This design comes from an exercise in tuning for small area, a short achievable clock period and few clock cycles per item on the open sky130 flow, not from production work. In this exercise RTL edits were held to simulation tests only and were not proved equivalent to the original. No activity file was given, so power comes from the tool's default toggle rates.

--- flow/design.v ---
package mpat_pkg;
  localparam int ZERO_W   = 12;
  localparam int GAIN_W   = 16;
  localparam int DEG_W    = 9;
  localparam int THR_W    = 12;
  localparam int STAGE_W  = 4;
  localparam int OUT_W    = 12;
  localparam int ANGLE_W  = 22;
  localparam int FRAC_W   = 8;
  localparam int APB_DATA_W = 32;
  localparam int APB_ADDR_W = 5;
  localparam int REG_IDX_W  = 3;
  localparam logic [REG_IDX_W-1:0] REG_ZERO_CODE      = 3'd0;
  localparam logic [REG_IDX_W-1:0] REG_GAIN_Q16       = 3'd1;
  localparam logic [REG_IDX_W-1:0] REG_STAGE_DEGREES  = 3'd2;
  localparam logic [REG_IDX_W-1:0] REG_ANGLE_OFFSET   = 3'd3;
  localparam logic [REG_IDX_W-1:0] REG_JUMP_THRESHOLD = 3'd4;
  localparam logic [REG_IDX_W-1:0] REG_MAX_STAGE      = 3'd5;
  localparam logic [ZERO_W-1:0]  RST_ZERO_CODE      = 12'd427;
  localparam logic [GAIN_W-1:0]  RST_GAIN_Q16       = 16'd2376;
  localparam logic [DEG_W-1:0]   RST_STAGE_DEGREES  = 9'd120;
  localparam logic [DEG_W-1:0]   RST_ANGLE_OFFSET   = 9'd55;
  localparam logic [THR_W-1:0]   RST_JUMP_THRESHOLD = 12'd2200;
  localparam logic [STAGE_W-1:0] RST_MAX_STAGE      = 4'd4;
  typedef struct packed {
    logic [ZERO_W-1:0]  zero_code;
    logic [GAIN_W-1:0]  gain_q16;
    logic [DEG_W-1:0]   stage_degrees;
    logic [DEG_W-1:0]   angle_offset;
    logic [THR_W-1:0]   jump_threshold;
    logic [STAGE_W-1:0] max_stage;
  } cfg_t;
endpackage
module mpat_regs (
  input  logic                                clk,
  input  logic                                rst,
  input  logic                                psel,
  input  logic                                penable,
  input  logic                                pwrite,
  input  logic [mpat_pkg::APB_ADDR_W-1:0]     paddr,
  input  logic [mpat_pkg::APB_DATA_W-1:0]     pwdata,
  output logic [mpat_pkg::APB_DATA_W-1:0]     prdata,
  output logic                                pready,
  output mpat_pkg::cfg_t                      cfg
);
  logic [mpat_pkg::REG_IDX_W-1:0] idx;
  logic                           wr;
  assign idx    = paddr[mpat_pkg::APB_ADDR_W-1:2];
  assign wr     = psel && penable && pwrite;
  assign pready = 1'b1;
  always_ff @(posedge clk) begin
    if (rst) begin
      cfg.zero_code      <= mpat_pkg::RST_ZERO_CODE;
      cfg.gain_q16       <= mpat_pkg::RST_GAIN_Q16;
      cfg.stage_degrees  <= mpat_pkg::RST_STAGE_DEGREES;
      cfg.angle_offset   <= mpat_pkg::RST_ANGLE_OFFSET;
      cfg.jump_threshold <= mpat_pkg::RST_JUMP_THRESHOLD;
      cfg.max_stage      <= mpat_pkg::RST_MAX_STAGE;
    end else if (wr) begin
      case (idx)
        mpat_pkg::REG_ZERO_CODE: begin
          cfg.zero_code <= pwdata[mpat_pkg::ZERO_W-1:0];
        end
        mpat_pkg::REG_GAIN_Q16: begin
          cfg.gain_q16 <= pwdata[mpat_pkg::GAIN_W-1:0];
        end
        mpat_pkg::REG_STAGE_DEGREES: begin
          cfg.stage_degrees <= pwdata[mpat_pkg::DEG_W-1:0];
        end
        mpat_pkg::REG_ANGLE_OFFSET: begin
          cfg.angle_offset <= pwdata[mpat_pkg::DEG_W-1:0];
        end
        mpat_pkg::REG_JUMP_THRESHOLD: begin
          cfg.jump_threshold <= pwdata[mpat_pkg::THR_W-1:0];
        end
        mpat_pkg::REG_MAX_STAGE: begin
          cfg.max_stage <= pwdata[mpat_pkg::STAGE_W-1:0];
        end
        default: begin
        end
      endcase
    end
  end
  always_comb begin
    case (idx)
      mpat_pkg::REG_ZERO_CODE:      prdata = mpat_pkg::APB_DATA_W'(cfg.zero_code);
      mpat_pkg::REG_GAIN_Q16:       prdata = mpat_pkg::APB_DATA_W'(cfg.gain_q16);
      mpat_pkg::REG_STAGE_DEGREES:  prdata = mpat_pkg::APB_DATA_W'(cfg.stage_degrees);
      mpat_pkg::REG_ANGLE_OFFSET:   prdata = mpat_pkg::APB_DATA_W'(cfg.angle_offset);
      mpat_pkg::REG_JUMP_THRESHOLD: prdata = mpat_pkg::APB_DATA_W'(cfg.jump_threshold);
      mpat_pkg::REG_MAX_STAGE:      prdata = mpat_pkg::APB_DATA_W'(cfg.max_stage);
      default:                      prdata = '0;
    endcase
  end
endmodule
module mpat_accum #(
  parameter int SAMPLES_PER_AVERAGE = 5,
  parameter int SAMPLE_BITS         = 12
) (
  input  logic                   clk,
  input  logic                   rst,
  input  logic [SAMPLE_BITS-1:0] sample,
  input  logic                   sample_valid,
  output logic                   sample_stall,
  output logic [SAMPLE_BITS-1:0] avg,
  output logic                   avg_valid,
  input  logic                   avg_stall
);
  localparam int ACC_W = SAMPLE_BITS + $clog2(SAMPLES_PER_AVERAGE);
  localparam int CNT_W = (SAMPLES_PER_AVERAGE > 1) ? $clog2(SAMPLES_PER_AVERAGE) : 1;
  localparam int PRD_W = 2 * ACC_W + 1;
  localparam logic [ACC_W:0] RECIP =
    (ACC_W + 1)'((64'd1 << ACC_W) / SAMPLES_PER_AVERAGE);
  localparam logic [ACC_W-1:0]  DIVISOR = ACC_W'(SAMPLES_PER_AVERAGE);
  localparam logic [CNT_W-1:0]  LAST    = CNT_W'(SAMPLES_PER_AVERAGE - 1);
  logic [ACC_W-1:0]       acc;
  logic [CNT_W-1:0]       count;
  logic                   s1_v;
  logic [ACC_W-1:0]       s1_sum;
  logic                   s2_v;
  logic [ACC_W-1:0]       s2_sum;
  logic [SAMPLE_BITS-1:0] s2_q;
  logic                   s3_v;
  logic [SAMPLE_BITS-1:0] s3_avg;
  logic                   last;
  logic                   accept;
  logic                   ready1;
  logic                   ready2;
  logic                   ready3;
  logic [ACC_W-1:0]       acc_sum;
  logic [PRD_W-1:0]       q_prod;
  logic [ACC_W-1:0]       rem;
  logic [SAMPLE_BITS-1:0] avg_next;
  assign last         = (count == LAST);
  assign ready3       = !s3_v || !avg_stall;
  assign ready2       = !s2_v || ready3;
  assign ready1       = !s1_v || ready2;
  assign sample_stall = last && !ready1;
  assign accept       = sample_valid && !sample_stall;
  assign acc_sum      = acc + ACC_W'(sample);
  assign q_prod   = PRD_W'(s1_sum) * PRD_W'(RECIP);
  assign rem      = s2_sum - ACC_W'(ACC_W'(s2_q) * DIVISOR);
  assign avg_next = s2_q + SAMPLE_BITS'(rem >= DIVISOR);
  assign avg       = s3_avg;
  assign avg_valid = s3_v;
  always_ff @(posedge clk) begin
    if (rst) begin
      acc   <= '0;
      count <= '0;
    end else if (accept) begin
      if (last) begin
        acc   <= '0;
        count <= '0;
      end else begin
        acc   <= acc_sum;
        count <= count + CNT_W'(1);
      end
    end
  end
  always_ff @(posedge clk) begin
    if (rst) begin
      s1_v <= 1'b0;
      s2_v <= 1'b0;
      s3_v <= 1'b0;
    end else begin
      if (ready1) begin
        s1_v <= accept && last;
      end
      if (ready2) begin
        s2_v <= s1_v;
      end
      if (ready3) begin
        s3_v <= s2_v;
      end
    end
  end
  always_ff @(posedge clk) begin
    if (ready1 && accept && last) begin
      s1_sum <= acc_sum;
    end
    if (ready2 && s1_v) begin
      s2_sum <= s1_sum;
      s2_q   <= q_prod[ACC_W+SAMPLE_BITS-1:ACC_W];
    end
    if (ready3 && s2_v) begin
      s3_avg <= avg_next;
    end
  end
endmodule
module mpat_track #(
  parameter int SAMPLE_BITS = 12
) (
  input  logic                              clk,
  input  logic                              rst,
  input  mpat_pkg::cfg_t                    cfg,
  input  logic [SAMPLE_BITS-1:0]            avg,
  input  logic                              avg_valid,
  output logic                              avg_stall,
  output logic                              trk_valid,
  input  logic                              trk_stall,
  output logic [SAMPLE_BITS-1:0]            trk_avg,
  output logic [mpat_pkg::STAGE_W-1:0]      trk_stage,
  output logic [SAMPLE_BITS-1:0]            trk_max,
  output logic [SAMPLE_BITS-1:0]            trk_min,
  output logic signed [((SAMPLE_BITS > mpat_pkg::ZERO_W) ? SAMPLE_BITS
                        : mpat_pkg::ZERO_W):0] trk_off
);
  localparam int CMP_W = ((SAMPLE_BITS > mpat_pkg::ZERO_W) ? SAMPLE_BITS
                          : mpat_pkg::ZERO_W) + 1;
  localparam int STEP_W = mpat_pkg::STAGE_W + 1;
  logic                    ready;
  logic                    take;
  logic [CMP_W-1:0]        a_ext;
  logic [CMP_W-1:0]        p_ext;
  logic [CMP_W-1:0]        j_ext;
  logic                    up;
  logic                    down;
  logic [STEP_W-1:0]       step;
  logic [mpat_pkg::STAGE_W-1:0] stage_next;
  assign ready     = !trk_valid || !trk_stall;
  assign avg_stall = !ready;
  assign take      = avg_valid && ready;
  assign a_ext = CMP_W'(avg);
  assign p_ext = CMP_W'(trk_avg);
  assign j_ext = CMP_W'(cfg.jump_threshold);
  assign up    = p_ext > (a_ext + j_ext);
  assign down  = a_ext > (p_ext + j_ext);
  always_comb begin
    if (up) begin
      step = STEP_W'(trk_stage) + STEP_W'(1);
    end else if (down) begin
      step = STEP_W'(trk_stage) - STEP_W'(1);
    end else begin
      step = STEP_W'(trk_stage);
    end
    if (step > STEP_W'(cfg.max_stage)) begin
      stage_next = '0;
    end else begin
      stage_next = step[mpat_pkg::STAGE_W-1:0];
    end
  end
  always_ff @(posedge clk) begin
    if (rst) begin
      trk_valid <= 1'b0;
      trk_avg   <= '0;
      trk_stage <= '0;
      trk_max   <= '0;
      trk_min   <= '1;
    end else begin
      if (ready) begin
        trk_valid <= avg_valid;
      end
      if (take) begin
        trk_avg   <= avg;
        trk_stage <= stage_next;
        if (avg > trk_max) begin
          trk_max <= avg;
        end
        if (avg < trk_min) begin
          trk_min <= avg;
        end
      end
    end
  end
  always_ff @(posedge clk) begin
    if (take) begin
      trk_off <= $signed(a_ext) - $signed(CMP_W'(cfg.zero_code));
    end
  end
endmodule
module mpat_angle #(
  parameter int SAMPLE_BITS = 12
) (
  input  logic                              clk,
  input  logic                              rst,
  input  mpat_pkg::cfg_t                    cfg,
  input  logic                              trk_valid,
  output logic                              trk_stall,
  input  logic [SAMPLE_BITS-1:0]            trk_avg,
  input  logic [mpat_pkg::STAGE_W-1:0]      trk_stage,
  input  logic [SAMPLE_BITS-1:0]            trk_max,
  input  logic [SAMPLE_BITS-1:0]            trk_min,
  input  logic signed [((SAMPLE_BITS > mpat_pkg::ZERO_W) ? SAMPLE_BITS
                       : mpat_pkg::ZERO_W):0] trk_off,
  output logic                              result_valid,
  input  logic                              result_stall,
  output logic signed [mpat_pkg::ANGLE_W-1:0] angle_q8,
  output logic [mpat_pkg::STAGE_W-1:0]      stage,
  output logic [mpat_pkg::OUT_W-1:0]        average,
  output logic [mpat_pkg::OUT_W-1:0]        max_seen,
  output logic [mpat_pkg::OUT_W-1:0]        min_seen
);
  localparam int DIFF_W = ((SAMPLE_BITS > mpat_pkg::ZERO_W) ? SAMPLE_BITS
                           : mpat_pkg::ZERO_W) + 1;
  localparam int PROD_W = mpat_pkg::GAIN_W + 1 + DIFF_W;
  localparam int SUM_W  = PROD_W + 2;
  localparam int STM_W  = mpat_pkg::STAGE_W + mpat_pkg::DEG_W;
  localparam logic signed [SUM_W-1:0] ANG_HI =
    {{(SUM_W - mpat_pkg::ANGLE_W + 1){1'b0}}, {(mpat_pkg::ANGLE_W - 1){1'b1}}};
  localparam logic signed [SUM_W-1:0] ANG_LO =
    {{(SUM_W - mpat_pkg::ANGLE_W + 1){1'b1}}, {(mpat_pkg::ANGLE_W - 1){1'b0}}};
  localparam logic signed [SUM_W-1:0] HALF   = SUM_W'(2 ** (mpat_pkg::FRAC_W - 1));
  logic                          a1_v;
  logic signed [PROD_W-1:0]      a1_prod;
  logic [STM_W-1:0]              a1_sterm;
  logic [SAMPLE_BITS-1:0]        a1_avg;
  logic [mpat_pkg::STAGE_W-1:0]  a1_stage;
  logic [SAMPLE_BITS-1:0]        a1_max;
  logic [SAMPLE_BITS-1:0]        a1_min;
  logic                          ready1;
  logic                          ready2;
  logic signed [SUM_W-1:0]       gain_term;
  logic signed [SUM_W-1:0]       stage_term;
  logic signed [SUM_W-1:0]       offset_term;
  logic signed [SUM_W-1:0]       sum;
  logic signed [mpat_pkg::ANGLE_W-1:0] angle_next;
  assign ready2    = !result_valid || !result_stall;
  assign ready1    = !a1_v || ready2;
  assign trk_stall = !ready1;
  assign gain_term   = (SUM_W'(a1_prod) + HALF) >>> mpat_pkg::FRAC_W;
  assign stage_term  = $signed(SUM_W'({a1_sterm, {mpat_pkg::FRAC_W{1'b0}}}));
  assign offset_term = $signed(SUM_W'({cfg.angle_offset, {mpat_pkg::FRAC_W{1'b0}}}));
  assign sum         = stage_term + gain_term - offset_term;
  always_comb begin
    if (sum > ANG_HI) begin
      angle_next = ANG_HI[mpat_pkg::ANGLE_W-1:0];
    end else if (sum < ANG_LO) begin
      angle_next = ANG_LO[mpat_pkg::ANGLE_W-1:0];
    end else begin
      angle_next = sum[mpat_pkg::ANGLE_W-1:0];
    end
  end
  always_ff @(posedge clk) begin
    if (rst) begin
      a1_v         <= 1'b0;
      result_valid <= 1'b0;
    end else begin
      if (ready1) begin
        a1_v <= trk_valid;
      end
      if (ready2) begin
        result_valid <= a1_v;
      end
    end
  end
  always_ff @(posedge clk) begin
    if (ready1 && trk_valid) begin
      a1_prod  <= $signed({1'b0, cfg.gain_q16}) * trk_off;
      a1_sterm <= STM_W'(trk_stage) * STM_W'(cfg.stage_degrees);
      a1_avg   <= trk_avg;
      a1_stage <= trk_stage;
      a1_max   <= trk_max;
      a1_min   <= trk_min;
    end
    if (ready2 && a1_v) begin
      angle_q8 <= angle_next;
      stage    <= a1_stage;
      average  <= mpat_pkg::OUT_W'(a1_avg);
      max_seen <= mpat_pkg::OUT_W'(a1_max);
      min_seen <= mpat_pkg::OUT_W'(a1_min);
    end
  end
endmodule
module multiturn_polar_angle_tracker #(
  parameter int SAMPLES_PER_AVERAGE = 5,
  parameter int SAMPLE_BITS         = 12
) (
  input  logic                                  clk,
  input  logic                                  rst,
  input  logic                                  psel,
  input  logic                                  penable,
  input  logic                                  pwrite,
  input  logic [mpat_pkg::APB_ADDR_W-1:0]       paddr,
  input  logic [mpat_pkg::APB_DATA_W-1:0]       pwdata,
  output logic [mpat_pkg::APB_DATA_W-1:0]       prdata,
  output logic                                  pready,
  input  logic [SAMPLE_BITS-1:0]                sample,
  input  logic                                  sample_valid,
  output logic                                  sample_stall,
  output logic signed [mpat_pkg::ANGLE_W-1:0]   angle_q8,
  output logic [mpat_pkg::STAGE_W-1:0]          stage,
  output logic [mpat_pkg::OUT_W-1:0]            average,
  output logic [mpat_pkg::OUT_W-1:0]            max_seen,
  output logic [mpat_pkg::OUT_W-1:0]            min_seen,
  output logic                                  result_valid,
  input  logic                                  result_stall
);
  localparam int DIFF_W = ((SAMPLE_BITS > mpat_pkg::ZERO_W) ? SAMPLE_BITS
                           : mpat_pkg::ZERO_W) + 1;
  mpat_pkg::cfg_t                cfg;
  logic [SAMPLE_BITS-1:0]        avg;
  logic                          avg_valid;
  logic                          avg_stall;
  logic                          trk_valid;
  logic                          trk_stall;
  logic [SAMPLE_BITS-1:0]        trk_avg;
  logic [mpat_pkg::STAGE_W-1:0]  trk_stage;
  logic [SAMPLE_BITS-1:0]        trk_max;
  logic [SAMPLE_BITS-1:0]        trk_min;
  logic signed [DIFF_W-1:0]      trk_off;
  mpat_regs u_regs (
    .clk     (clk),
    .rst     (rst),
    .psel    (psel),
    .penable (penable),
    .pwrite  (pwrite),
    .paddr   (paddr),
    .pwdata  (pwdata),
    .prdata  (prdata),
    .pready  (pready),
    .cfg     (cfg)
  );
  mpat_accum #(
    .SAMPLES_PER_AVERAGE (SAMPLES_PER_AVERAGE),
    .SAMPLE_BITS         (SAMPLE_BITS)
  ) u_accum (
    .clk          (clk),
    .rst          (rst),
    .sample       (sample),
    .sample_valid (sample_valid),
    .sample_stall (sample_stall),
    .avg          (avg),
    .avg_valid    (avg_valid),
    .avg_stall    (avg_stall)
  );
  mpat_track #(
    .SAMPLE_BITS (SAMPLE_BITS)
  ) u_track (
    .clk       (clk),
    .rst       (rst),
    .cfg       (cfg),
    .avg       (avg),
    .avg_valid (avg_valid),
    .avg_stall (avg_stall),
    .trk_valid (trk_valid),
    .trk_stall (trk_stall),
    .trk_avg   (trk_avg),
    .trk_stage (trk_stage),
    .trk_max   (trk_max),
    .trk_min   (trk_min),
    .trk_off   (trk_off)
  );
  mpat_angle #(
    .SAMPLE_BITS (SAMPLE_BITS)
  ) u_angle (
    .clk          (clk),
    .rst          (rst),
    .cfg          (cfg),
    .trk_valid    (trk_valid),
    .trk_stall    (trk_stall),
    .trk_avg      (trk_avg),
    .trk_stage    (trk_stage),
    .trk_max      (trk_max),
    .trk_min      (trk_min),
    .trk_off      (trk_off),
    .result_valid (result_valid),
    .result_stall (result_stall),
    .angle_q8     (angle_q8),
    .stage        (stage),
    .average      (average),
    .max_seen     (max_seen),
    .min_seen     (min_seen)
  );
endmodule
--- flow/run.sh ---
#!/bin/bash
# synth_recipe.tcl (not shown) runs the flow's synth.tcl, then flattens the netlist and writes it again
# the make line also repeats each setting of config.mk as NAME=value (left out here)
make -C /OpenROAD-flow-scripts/flow DESIGN_CONFIG=/design/flow/config.mk WORK_HOME=/design/flow/orfs CLKGATE_MAP_FILE= SYNTH_SCRIPT=/design/flow/synth_recipe.tcl finish
--- flow/config.mk ---
export PLATFORM = sky130hd
export DESIGN_NAME = multiturn_polar_angle_tracker
export DESIGN_NICKNAME = multiturn_polar_angle_tracker
export VERILOG_FILES = /design/flow/design.v
export SDC_FILE = /design/flow/constraint.sdc
export NUM_CORES = 4
export LEC_CHECK = 0
export CAP_MARGIN = 20
export CORE_MARGIN = 2
export CORE_UTILIZATION = 40
export SLEW_MARGIN = 20
--- flow/constraint.sdc ---
create_clock -name core_clock -period 7.0 [get_ports {clk}]
set_input_delay 1.4000 -clock core_clock [delete_from_list [all_inputs] [get_ports {clk}]]
set_output_delay 1.4000 -clock core_clock [all_outputs]
set_load 0.01 [all_outputs]
==> reports/qor.csv <==
metric,value,unit
initial_core_util,0.404,
clock_skew,60.1,ps
rsz0062_at_grt,no,
wire_per_inst,18.2,µm
crit_path_max_fanout,9,
p_leak,0.0144,µW
fp.coreArea,0.0700,mm²
io_buffers,117,
synth_area_per_cell,10.0,µm²
dieHeight,270,µm
ant_nets,0,
overflow,0,
met3_length,3290,µm
nNetsFinal,3610,
placementRows,97,
synth-edff-count,205,
drive_gt1_frac,0.0575,
cts_tree,built,
yosys.area_share.simple,0.131,
critPathArrivalTime,6960,ps
htreeDepth,2,
met2WireLength,35900,µm
syn_area,0.0283,mm²
setup_ws,562,ps
cts_sinks,331,
antenna_found_initial,0,
cp_common_cell,a21oi_1,
worstSkewPairLatency,600,ps
maxCapViolCount,0,
startpoint_type,register,
dp_hpwl,56800,µm
top_layer,met4,
drv_slew,0,
clockBufferDepth,3,
hold_ws,407,ps
synthCells,2824,
synth_cell_types,85,
slew-limit-headroom,0.321,
io_pins,153,
synth_top_family_by_area,adder cells,
hold_buffers,0,
yosys.area.top_type,edfxtp_1,
antennaDiodeCount,0,
synth-compound-area-share,0.108,
ys_async_sr_fraction,0,
crit_required,7520,ps
wl,71700,µm
mostFrequentLayoutCells,"394 x inv_1, 361 x ha_1, 281 x nand2_1",
drt-pass1-iter-count,5,
pre_cts_ws,569,ps
gp_congestion,0.910,
grt_use_total,0.198,
crit_family,compound AO/OA/AOI/OAI gates,
status,"complete, no violations",
final_common_cell,inv_1,
crit_type,reg -> reg,
synth_xor_area_frac,0.0424,
grt_pass1_wl,115000,µm
synth.area.mux_share,0.0167,
tightest_slew,1010,ps
r2r_setup_slack,560,ps
fin_setup_tns,0,ps
fin_crit_sh,0.920,
cts_setup_buffers,0,
yosys.area_share.adder,0.326,
cts-root-buf,clkbuf_16,
first_global_vias,21483,
hold_path.class,reg -> reg,
syn2layout_area_growth,13.7,%
hold_viol_final,0,
endpoint_kind,register,
nFillCells,6561,
cp_num_buf_inv,0,
finalSetupViolations,0,
holdPathStages,0,
path_depth,27,
fp.dieW,270,µm
via_per_inst,5.22,
drc,0,
period_needed,6440,ps
yosys_register_bits,331,
max_freq,155,MHz
power,4810,µW
power_per_cell_area,150,mW/mm²
die_area,0.0729,mm²
wl_met1,30100,µm
post_cts_resized,0,
ys.flop_type,edfxtp_1,
crit_slowest_cell,edfxtp_1,
vias,20533,
cp_slowest_stage_delay,700,ps
synth_top_area_frac,0.217,
drt_iter0_markers,1194,
ir_drop,0.158,mV
cts_buffers,42,
synthTopCellsByArea,"edfxtp_1 22%, fa_1 17%, ha_1 16%",
synth-warning-count,4,
path_clk_slew,60,ps
synth_seq_area_share,0.307,
grt_max_degree,55,
ff2ff_path_depth,27,
## flip-flops by register name (all words and copies together), names as in the netlist, 13 cells and up
| register | flops |
|---|---|
| u_accum.s1_sum | 15 |
| u_angle.angle_q8 | 22 |
| u_track.trk_off | 13 |
| u_accum.s2_sum | 15 |
| u_accum.acc | 15 |
| u_angle.a1_sterm | 13 |
| u_angle.a1_prod | 23 |
| u_regs.cfg | 62 |
## metrics by stage
stage                      util  cell area, µm²  cells
final                     0.460           32200   3931
after global routing      0.460           32200   3931
after CTS                 0.460           32200   3931
after detailed placement  0.439           30700   3853
after global placement    0.439           30700   3852
after floorplan               -           28400   2839
## logic make-up after synthesis
family / Yosys count
simple gates: 764
fa+ha+maj: 597
buf+inv: 494
compound gates: 454
flops: 331
xor+xnor: 137
mux: 45
other cells: 2
## Yosys cell counts, drive strengths merged, types with 8 or more instances
cell type and n:
clkbuf 73, nor3 33, o211ai 41, nand4 18, a21oi 136, inv 394
mux2i 37, or3 10, nor2b 32, nor2 136, nand3 51, xor2 47
nand2 281, a211oi 11, o21ai 70, o31ai 8, buf 27, a31oi 9
o21a 25, and2 122, ha 361, and3 19, o21bai 21, and4 8
nor4 8, a21o 36, fa 236, nand2b 25, dfxtp 126, xnor2 90
edfxtp 205, a22oi 20
## metal layers
layer | up-vias | track usage
met5 | - | 0
met4 | 0 | 0.0732
met3 | 138 | 0.0276
met2 | 468 | 0.356
met1 | 10110 | 0.240
li1 | 9817 | -
## where the power goes
| group | leakage (µW) | switching, µW | total (µW) | internal [µW] |
|---|---|---|---|---|
| logic | 0.0107 | 267 | 465 | 199 |
| clock network | 0.000694 | 906 | 2250 | 1350 |
| registers | 0.00296 | 12.7 | 2100 | 2080 |
## cell type report
cell class	instances	area [µm²]	share of cell area
Sequential cell	331	8680	0.270
Timing Repair Buffer	174	1620	0.0502
Clock inverter	24	312	0.00968
Inverter	394	1480	0.0460
Multi-Input combinational cell	2014	17800	0.553
Tap cell	940	1180	0.0366
Clock buffer	54	1130	0.0350
## worst paths after layout
path	startpoint	to
worst max register to register	u_accum.s3_avg[1]$_DFFE_PP_	u_track.trk_stage[1]$_SDFFE_PP0P_
worst max-delay path	u_accum.s3_avg[1]$_DFFE_PP_	u_track.trk_stage[1]$_SDFFE_PP0P_
worst min-delay path	u_angle.a1_stage[0]$_DFFE_PP_	u_angle.stage[0]$_DFFE_PP_
worst min register to register	u_angle.a1_stage[0]$_DFFE_PP_	u_angle.stage[0]$_DFFE_PP_
Testbench counts, summed over its fixed seeds: cycles 16,048, items 3,200.

static timing again, ports no longer ideal:
In the flow no input, the clock included, has a driving cell. The finished layout below was timed again as built, in two steps.
Step 1: set_driving_cell puts a clkbuf_16 on clk and a buf_2 on each other input, an assumption about the parent block.
Step 2, shift: input delay + t, output delay - t, t = (earliest + latest rising clock arrival at the registers) / 2. This alone moves slack from input paths to output paths.
a / b / c = ideal ports / drivers / drivers and shift; a / b = the first two.
shift t [ns]: 0.642
slack for setup (ns): 0.562 / 0.562 / 0.562
hold slack, ns: 0.407 / 0.407 / 0.407
After both steps setup and hold are still met in this run. For this run, drivers alone change the setup slack by 0.000 ns; drivers and shift together by 0.000 ns.
